Background: an optimization exercise with open tools, aiming at small area. Do not read the settings as production practice.
Function was checked by simulation only, so behaviour that the tests miss may differ from the original.
No activity file was given, so power comes from the tool's default toggle rates.

==> flow/design.v <==
`default_nettype none
module map_layout_rom
(
  input  logic [4:0] i_y,
  input  logic [2:0] i_gx,
  input  logic [1:0] i_p,
  output logic [6:0] o_group,
  output logic [2:0] o_tile
);
  function automatic logic [2:0] def_tile(input logic [4:0] x, input logic [4:0] y);
    if (x == 5'd0 || x == 5'd20 || y == 5'd0 || y == 5'd20)         def_tile = 3'b011;
    else if (x == 5'd10 && y == 5'd10)                               def_tile = 3'b000;
    else if (x == 5'd10 && y == 5'd9)                                def_tile = 3'b100;
    else if ((x == 5'd1 || x == 5'd19) && (y == 5'd1 || y == 5'd19)) def_tile = 3'b001;
    else if (!x[0] && !y[0])                                         def_tile = 3'b011;
    else                                                             def_tile = 3'b010;
  endfunction
  function automatic logic [6:0] enc(input logic [2:0] a, input logic [2:0] b,
                                     input logic [2:0] c);
    case ({a[2], b[2], c[2]})
      3'b000: enc = {1'b0, a[1:0], b[1:0], c[1:0]};
      3'b100: enc = {3'b100, b[1:0], c[1:0]};
      3'b010: enc = {3'b101, a[1:0], c[1:0]};
      3'b001: enc = {3'b110, a[1:0], b[1:0]};
      3'b110: enc = {5'b11100, c[1:0]};
      3'b101: enc = {5'b11101, b[1:0]};
      3'b011: enc = {5'b11110, a[1:0]};
      default: enc = 7'b1111100;
    endcase
  endfunction
  logic [4:0] w_x0;
  logic [2:0] w_t0, w_t1, w_t2;
  assign w_x0    = 5'(i_gx) * 5'd3;
  assign w_t0    = def_tile(w_x0,        i_y);
  assign w_t1    = def_tile(w_x0 + 5'd1, i_y);
  assign w_t2    = def_tile(w_x0 + 5'd2, i_y);
  assign o_group = enc(w_t0, w_t1, w_t2);
  assign o_tile  = (i_p == 2'd0) ? w_t0 : (i_p == 2'd1) ? w_t1 : w_t2;
endmodule
`default_nettype wire
`default_nettype none
module map_controller
(
  input  logic       clock_50,
  input  logic       resetn,
  input  logic       init,
  output logic       busy,
  input  logic [4:0] map_x,
  input  logic [4:0] map_y,
  output logic [2:0] sprite_type,
  input  logic       wr_en,
  input  logic [4:0] wr_x,
  input  logic [4:0] wr_y,
  input  logic [2:0] wr_type,
  output logic       wr_ack,
  output logic       wr_err,
  output logic [8:0] orbs_left,
  output logic       level_clear
);
  localparam int NGX = 7;
  localparam int NY  = 21;
  localparam int NG  = NGX * NY;
  function automatic logic is_orb(input logic [2:0] t);
    is_orb = (t == 3'b001) || (t == 3'b010);
  endfunction
  function automatic logic [6:0] enc(input logic [2:0] a, input logic [2:0] b,
                                     input logic [2:0] c);
    case ({a[2], b[2], c[2]})
      3'b000: enc = {1'b0, a[1:0], b[1:0], c[1:0]};
      3'b100: enc = {3'b100, b[1:0], c[1:0]};
      3'b010: enc = {3'b101, a[1:0], c[1:0]};
      3'b001: enc = {3'b110, a[1:0], b[1:0]};
      3'b110: enc = {5'b11100, c[1:0]};
      3'b101: enc = {5'b11101, b[1:0]};
      3'b011: enc = {5'b11110, a[1:0]};
      default: enc = 7'b1111100;
    endcase
  endfunction
  function automatic logic [8:0] dec(input logic [6:0] g);
    logic [2:0] a, b, c;
    if (!g[6]) begin
      a = {1'b0, g[5:4]}; b = {1'b0, g[3:2]}; c = {1'b0, g[1:0]};
    end else begin
      case (g[5:4])
        2'b00: begin a = 3'b100;         b = {1'b0, g[3:2]}; c = {1'b0, g[1:0]}; end
        2'b01: begin a = {1'b0, g[3:2]}; b = 3'b100;         c = {1'b0, g[1:0]}; end
        2'b10: begin a = {1'b0, g[3:2]}; b = {1'b0, g[1:0]}; c = 3'b100;         end
        default: begin
          case (g[3:2])
            2'b00:   begin a = 3'b100;         b = 3'b100;         c = {1'b0, g[1:0]}; end
            2'b01:   begin a = 3'b100;         b = {1'b0, g[1:0]}; c = 3'b100;         end
            2'b10:   begin a = {1'b0, g[1:0]}; b = 3'b100;         c = 3'b100;         end
            default: begin a = 3'b100;         b = 3'b100;         c = 3'b100;         end
          endcase
        end
      endcase
    end
    dec = {a, b, c};
  endfunction
  function automatic logic [2:0] dec_sel(input logic [6:0] g, input logic [1:0] p);
    logic [8:0] t;
    t = dec(g);
    case (p)
      2'd0:    dec_sel = t[8:6];
      2'd1:    dec_sel = t[5:3];
      default: dec_sel = t[2:0];
    endcase
  endfunction
  function automatic logic [NGX-1:0] gx_hot(input logic [4:0] x);
    for (int k = 0; k < NGX; k++)
      gx_hot[k] = (x == 5'(3*k)) || (x == 5'(3*k+1)) || (x == 5'(3*k+2));
  endfunction
  function automatic logic [1:0] pos3(input logic [4:0] x);
    pos3 = 2'(x % 3);
  endfunction
  function automatic logic [NY-1:0] y_hot(input logic [4:0] y);
    for (int j = 0; j < NY; j++)
      y_hot[j] = (y == 5'(j));
  endfunction
  function automatic logic [NGX-1:0] g_hot(input logic [2:0] g);
    for (int k = 0; k < NGX; k++)
      g_hot[k] = (g == 3'(k));
  endfunction
  logic       r_busy;      
  logic       r_wrst;      
  logic [4:0] r_iy;        
  logic [2:0] r_igx;       
  logic [1:0] r_ip;        
  logic [8:0] r_orbs;
  logic       r_wr_ack, r_wr_err;
  logic [2:0] r_spr;
  logic [6:0] r_grp [0:NG-1];
  logic [NY-1:0]  w_ry, w_wy;
  logic [NGX-1:0] w_rgx, w_wgx;
  logic [6:0]     w_rg, w_wg, w_wd, w_def_grp;
  logic [8:0]     w_wold;
  logic [2:0]     w_old, w_def_tile;
  map_layout_rom u_rom (
    .i_y     (r_iy),
    .i_gx    (r_igx),
    .i_p     (r_ip),
    .o_group (w_def_grp),
    .o_tile  (w_def_tile)
  );
  assign w_ry  = y_hot(map_y);
  assign w_rgx = gx_hot(map_x);
  assign w_wy  = y_hot(r_busy ? r_iy : wr_y);
  assign w_wgx = r_busy ? g_hot(r_igx) : gx_hot(wr_x);
  logic [6:0] w_rrow [0:NY-1];
  logic [6:0] w_wrow [0:NY-1];
  always_comb begin
    w_rg = '0;
    w_wg = '0;
    for (int j = 0; j < NY; j++) begin
      w_rrow[j] = '0;
      w_wrow[j] = '0;
      for (int k = 0; k < NGX; k++) begin
        w_rrow[j] = w_rrow[j] | ({7{w_rgx[k]}} & r_grp[j*NGX+k]);
        w_wrow[j] = w_wrow[j] | ({7{w_wgx[k]}} & r_grp[j*NGX+k]);
      end
      w_rg = w_rg | ({7{w_ry[j]}} & w_rrow[j]);
      w_wg = w_wg | ({7{w_wy[j]}} & w_wrow[j]);
    end
  end
  always_comb begin
    w_wold = dec(w_wg);
    case (pos3(wr_x))
      2'd0:    begin w_old = w_wold[8:6]; w_wd = enc(wr_type, w_wold[5:3], w_wold[2:0]); end
      2'd1:    begin w_old = w_wold[5:3]; w_wd = enc(w_wold[8:6], wr_type, w_wold[2:0]); end
      default: begin w_old = w_wold[2:0]; w_wd = enc(w_wold[8:6], w_wold[5:3], wr_type); end
    endcase
    if (r_busy) w_wd = w_def_grp;
  end
  logic w_we;
  assign w_we = r_busy || r_wrst;
  for (genvar j = 0; j < NY; j++) begin : g_row
    for (genvar k = 0; k < NGX; k++) begin : g_col
      always_ff @(posedge clock_50)
        if (w_we && w_wy[j] && w_wgx[k])
          r_grp[j*NGX+k] <= w_wd;
    end
  end
  logic       w_done, w_wr_ok, w_rd_ok, w_p_last, w_g_last;
  logic [8:0] w_orbs_nxt;
  assign w_p_last = (r_ip == 2'd2);
  assign w_g_last = w_p_last && (r_igx == 3'd6);
  assign w_done   = w_g_last && (r_iy == 5'd20);
  assign w_wr_ok  = (wr_x <= 5'd20) && (wr_y <= 5'd20) && (wr_type <= 3'b100);
  assign w_rd_ok  = (map_x <= 5'd20) && (map_y <= 5'd20);
  always_comb begin
    w_orbs_nxt = r_orbs;
    if (r_busy) begin
      w_orbs_nxt = (r_iy == 5'd0) ? 9'd0 : r_orbs + {8'd0, is_orb(w_def_tile)};
    end else if (r_wrst) begin
      if (is_orb(w_old) && !is_orb(wr_type))
        w_orbs_nxt = r_orbs - 9'd1;
      else if (!is_orb(w_old) && is_orb(wr_type))
        w_orbs_nxt = r_orbs + 9'd1;
    end
  end
  always_ff @(posedge clock_50 or negedge resetn) begin
    if (!resetn) begin
      r_busy   <= 1'b1;
      r_wrst   <= 1'b0;
      r_iy     <= '0;
      r_igx    <= '0;
      r_ip     <= '0;
      r_orbs   <= '0;
      r_wr_ack <= 1'b0;
      r_wr_err <= 1'b0;
      r_spr    <= '0;
    end else begin
      r_busy   <= r_busy ? !w_done : init;
      r_wrst   <= !r_busy && !r_wrst && !init && wr_en && w_wr_ok;
      r_ip     <= (r_busy && !w_p_last) ? r_ip + 2'd1 : 2'd0;
      r_igx    <= (r_busy && !w_g_last) ? r_igx + {2'd0, w_p_last} : 3'd0;
      r_iy     <= (r_busy && !w_done) ? r_iy + {4'd0, w_g_last} : 5'd0;
      r_orbs   <= w_orbs_nxt;
      r_wr_ack <= r_wrst;
      r_wr_err <= !r_busy && !r_wrst && !init && wr_en && !w_wr_ok;
      r_spr    <= (w_rd_ok && !r_busy) ? dec_sel(w_rg, pos3(map_x)) : 3'b000;
    end
  end
  assign busy        = r_busy;
  assign sprite_type = r_spr;
  assign wr_ack      = r_wr_ack;
  assign wr_err      = r_wr_err;
  assign orbs_left   = r_orbs;
  assign level_clear = (r_orbs == 9'd0) && !r_busy;
endmodule
`default_nettype wire
==> flow/run.sh <==
#!/bin/bash
# synth_recipe.tcl (not shown) runs the flow's synth.tcl, then flattens the netlist and writes it again
# the make line also repeats each setting of config.mk as NAME=value (left out here)
make -C /OpenROAD-flow-scripts/flow DESIGN_CONFIG=/design/flow/config.mk WORK_HOME=/design/flow/orfs CLKGATE_MAP_FILE= SYNTH_SCRIPT=/design/flow/synth_recipe.tcl finish
==> flow/constraint.sdc <==
create_clock -name core_clock -period 40.0 [get_ports {clock_50}]
set_input_delay 8.0000 -clock core_clock [delete_from_list [all_inputs] [get_ports {clock_50}]]
set_output_delay 8.0000 -clock core_clock [all_outputs]
set_load 0.01 [all_outputs]
==> flow/config.mk <==
export PLATFORM = sky130hd
export DESIGN_NAME = map_controller
export DESIGN_NICKNAME = map_controller
export VERILOG_FILES = /design/flow/design.v
export SDC_FILE = /design/flow/constraint.sdc
export NUM_CORES = 4
export LEC_CHECK = 0
export CAP_MARGIN = 20
export CORE_MARGIN = 2
export CORE_UTILIZATION = 40
export SLEW_MARGIN = 20
==> results.txt <==
GRT:
- The highest-utilization routing layer at the global route stage is met2.
- The initial antenna violation count was 18.
- The routing usage on met1 is 42.16%.
- The number of global-route vias before repair is 39480.
- The met2 layer usage reported by global route is between 40% and 50%.
- The combined global-route utilization of all metal layers is 33.70%.
- The first-pass GRT wire length is 311.0 mm.
- The maximum number of pins on one net before global-route repair is 101.
- The overflow left after global routing is 0.
- The met3 capacity usage during global routing is approximately 15%.

Floorplanning:
- The floorplan die height is between 300 and 400 um.
- The die covers approximately 0.13 mm^2.
- The initial utilization of the core area, before any placement, comes to 40.28%.
- The chip width is 359.4 um.
- The total area inside the core boundary comes to 0.1254 mm^2.
- The total I/O pin count is 43.
- The number of rows created at floorplan is 130.

Finish:
- Summing all multi-input logic gate instances after layout gives around 0.018 mm^2.
- For this run, the share of the core covered by cells in the final layout is about 45%.
- The signed area change from the synthesized netlist to the final layout is 12.36%.
- Counting the fill cells in the layout gives around 11000.
- The ratio of cells with drive above 1 in the final layout is between 10% and 20%.
- The sequential cells in the finished layout cover a total of 0.03156 mm^2.
- The net total in the final layout is 3953.

Yosys:
- Yosys printed 5 warnings.
- The commonest cells after synthesis are edfxtp_1 (1029), a22oi_1 (434), a222oi_1 (328).
- By area the synthesized netlist is led by edfxtp_1 (61%), a222oi_1 (6.5%), a22oi_1 (6.5%), a31oi_1 (2.9%), nand2_1 (1.8%).
- The cell accounting for the most synthesized area is edfxtp_1.
- Of the post-synthesis cell area, the dominant cell type holds between 60% and 70%.
- The most used flip-flop cell after synthesis is edfxtp_1.
- The proportion of register bits with asynchronous set or reset after synthesis is 2.464%.
- The synthesized design contains approximately 1100 register bits.
- In this run, synthesis inferred 1029 flip-flops with an integrated enable.
- The synthesized area per cell is 12.77 um^2.
- For this run, the register share of the synthesized area comes to 62.46%.
- Counting every instance in the synthesized netlist gives approximately 4000.
- The cell area after technology mapping is 0.05051 mm^2.
- The number of nets in the synthesized netlist is ~4000.
- The most common cell in the synthesized netlist is edfxtp_1.
- The netlist uses 96 different library cells.

Worst setup path:
- The reg-to-reg startpoint is r_busy.
- The worst setup path is captured at a register.
- The critical path is of the input port to register type.
- The maximum fanout count along the critical path is 38.
- Data on the critical path is required at its endpoint by between 40000 and 50000 ps.
- The most numerous cell type found on the critical path is a21oi_1.
- The slowest stage of the critical path is the or4b_2 cell.
- In this run the worst setup path begins at wr_x[2].
- The worst setup path is launched from an input port.
- For the worst setup path, the data arrival time is 18390 ps.
- The largest single stage delay on the critical path is between 900 and 1000 ps.

CTS:
- The number of hold buffers added after CTS was 0.
- The root buffer cell chosen for the clock tree is clkbuf_16.
- The CTS H-tree depth is 3.
- Counting every sink on the clock net gives about 1100.
- The number of gates resized after CTS was 0.
- The later pin in the worst-skew pair is clocked with a latency of 780 ps.
- The TritonCTS clock tree is done.
- In this run the post-CTS setup repair buffer count came out at 0.
- The number of buffers created by CTS is 111.
- The clock-pin slew of the registers on the worst-case setup and hold paths is 60 ps.
- The longest clock path from root to sink contains 3 buffers.

Min path:
- The path type of the worst min-delay path is register to register.
- In this run the most critical hold path is launched from r_ip[0].

Outcome:
- The run finished with no timing, DRC or antenna violations.

Routing:
- The number of remaining DRC errors is 0.
- The average wire per cell in the routed design is 40.16 um.
- The count of nets left with antenna violations once routing finished came out at 0.
- The aggregate routed wire length is 226.5 mm.
- The routed via count is 43180.
- The number of vias per cell after detailed routing is approximately 7.7.
- The number of detailed-route iterations in the first pass is 15.
- The initial detailed-routing violation count is 12270.

Timing:
- The final cycle utilization of the critical path is 44.39%.
- The worst relative slew slack is 10.02%.
- Static timing analysis puts the maximum clock frequency at 56.32 MHz.
- After layout, the minimum clock period comes to between 15000 and 20000 ps.
- The count of final max-slew check failures is 0.
- The final setup violation count is 0.
- The worst clock skew on the final layout is 56.96 ps.
- At the pin with the least slew margin, the transition time is 1342 ps.
- Across all setup checks in the final design, the least slack found is around 22000 ps.
- The final hold violation count came to 0.
- For the final routed database, the setup TNS stands at 0 ps.
- Setup repair after global routing left no endpoint under its margin.

Placed design:
- The quantity of I/O buffers inserted on ports is 42.
- Prior to clock tree synthesis, the placed netlist has a worst setup slack of 21910 ps.
- The global placement routability congestion is 1.028.
- Detailed placement finished with a half-perimeter wire length of about 140 mm.

Pwr:
- The total power consumption of the routed design is between 2 and 2.5 mW.
- Sequential cells burn ~50% of the power.
- The switching portion of total power is 22.46%.
- The ratio of total power to cell area is about 42 mW/mm^2.
- Combinational cells account for 4.1% of the total power.
- The worst-case IR drop observed on VDD is around 36 uV.
- The standby leakage power is 16.53 nW.
- The internal power of the cells is roughly 1.8 mW.
- Of the total power, the clock network draws 45.5%.
- For this design the total switching power over the nets is 532.1 uW.

Job:
- The max-cap violation count is 0.
[kinds of logic after synthesis]
logic type,share of synthesized area (%)
AOI/OAI and AO/OA,23.70
xor gates and xnor gates,0.5202
adders and majority gates,1.144
buffers and inverters,3.237
DFF,62.46
muxes,0.5573
and+or+nand+nor,8.382
[stage by stage]
stage	hold WS [ps]	instance area, um^2	cells
after floorplan	351.9	50510	3957
after global placement	459.1	52920	5416
after detailed placement	474.0	52930	5416
after CTS	479.6	56670	5625
after global routing	509.2	56740	5632
final	476.3	56760	5640
[cell usage in the layout (no fill, tap or decap), types with 76 or more instances in the layout]
cell,count
o21ai_0,103
a31oi_1,227
nor2_1,235
nand3_1,76
buf_4,99
a222oi_1,328
nand2_1,243
clkbuf_16,112
a22oi_1,434
edfxtp_1,1029
a21oi_1,94
[flip-flops by register name, summed over array words and instances, names as in the netlist]
signal    count
r_ip          2
r_wr_ack      1
r_orbs        9
r_iy          5
r_grp      1029
r_wrst        1
r_spr         3
r_wr_err      1
r_busy        1
r_igx         3
[layout make-up]
cell class                      instances  area share (%)
Antenna cell                           13         0.05732
Timing Repair Buffer                  152           2.407
Clock inverter                         85           1.583
Clock buffer                          124           5.017
Inverter                               63          0.4166
Multi-Input combinational cell       2498           31.28
Tap cell                             1650           3.637
Sequential cell                      1055           55.60
[power by group through the flow]
stage          clock network (mW)  logic (mW)  registers [mW]
3_3_place_gp                    0      0.0919            1.22
6_report                     1.08      0.0967            1.19
5_1_grt                      1.12       0.101            1.19
4_1_cts                      1.07      0.0926            1.19
3_5_place_dp                    0      0.0922            1.22
2_1_floorplan                   0      0.0606            1.22
[path summary, 6_finish.rpt]
check	end	slack (ps)	depth (start not counted)
max	r_orbs[8]	22240	31
min	r_ip[0]	480	1
max reg2reg	r_orbs[8]	28960	28
min reg2reg	r_ip[0]	480	1
max in group asynchronous	r_busy	32070	2
min in group asynchronous	r_iy[0]	7610	2
[metal layers]
layer	up-vias	part of all wire, %	routed length, um
met2	4452	40	90870
met1	20980	34	76030
met4	24	8.4	19030
met3	1009	18	40410
met5	-	0.070	158
li1	16710	-	-
[critical path: cells and delay by family]
family          cells  cell delay, ps
compound gates     14            3500
xor+xnor            1             100
fa+ha+maj           2             790
buf+inv             7            3180
simple gates        7            2730

-- separate check: timing with driven ports --
How much do the figures lean on ideal ports? The routed layout below was timed once more, with nothing changed but the port constraints.
Step 1 assumes that a clkbuf_16 drives the clock port and a buf_2 every other input.
Step 2 also shifts input and output timing later by t, the mid clock arrival at the registers, as if the neighbouring blocks saw the same clock.
Slacks: ideal ports / drivers / drivers and shift; pairs: ideal ports / drivers.
shift t [ns]: 0.827
setup slack, ns: 22.243 / 22.291 / 21.465
hold slack, ns: 0.476 / 0.476 / 0.476
clock arrival spread, ns: 0.057 / 0.057
slew at the worst register clock pin (ns): 0.07 / 0.07
After both steps setup and hold are still met in this run. For this run, drivers alone change the setup slack by +0.048 ns; drivers and shift together by -0.778 ns.
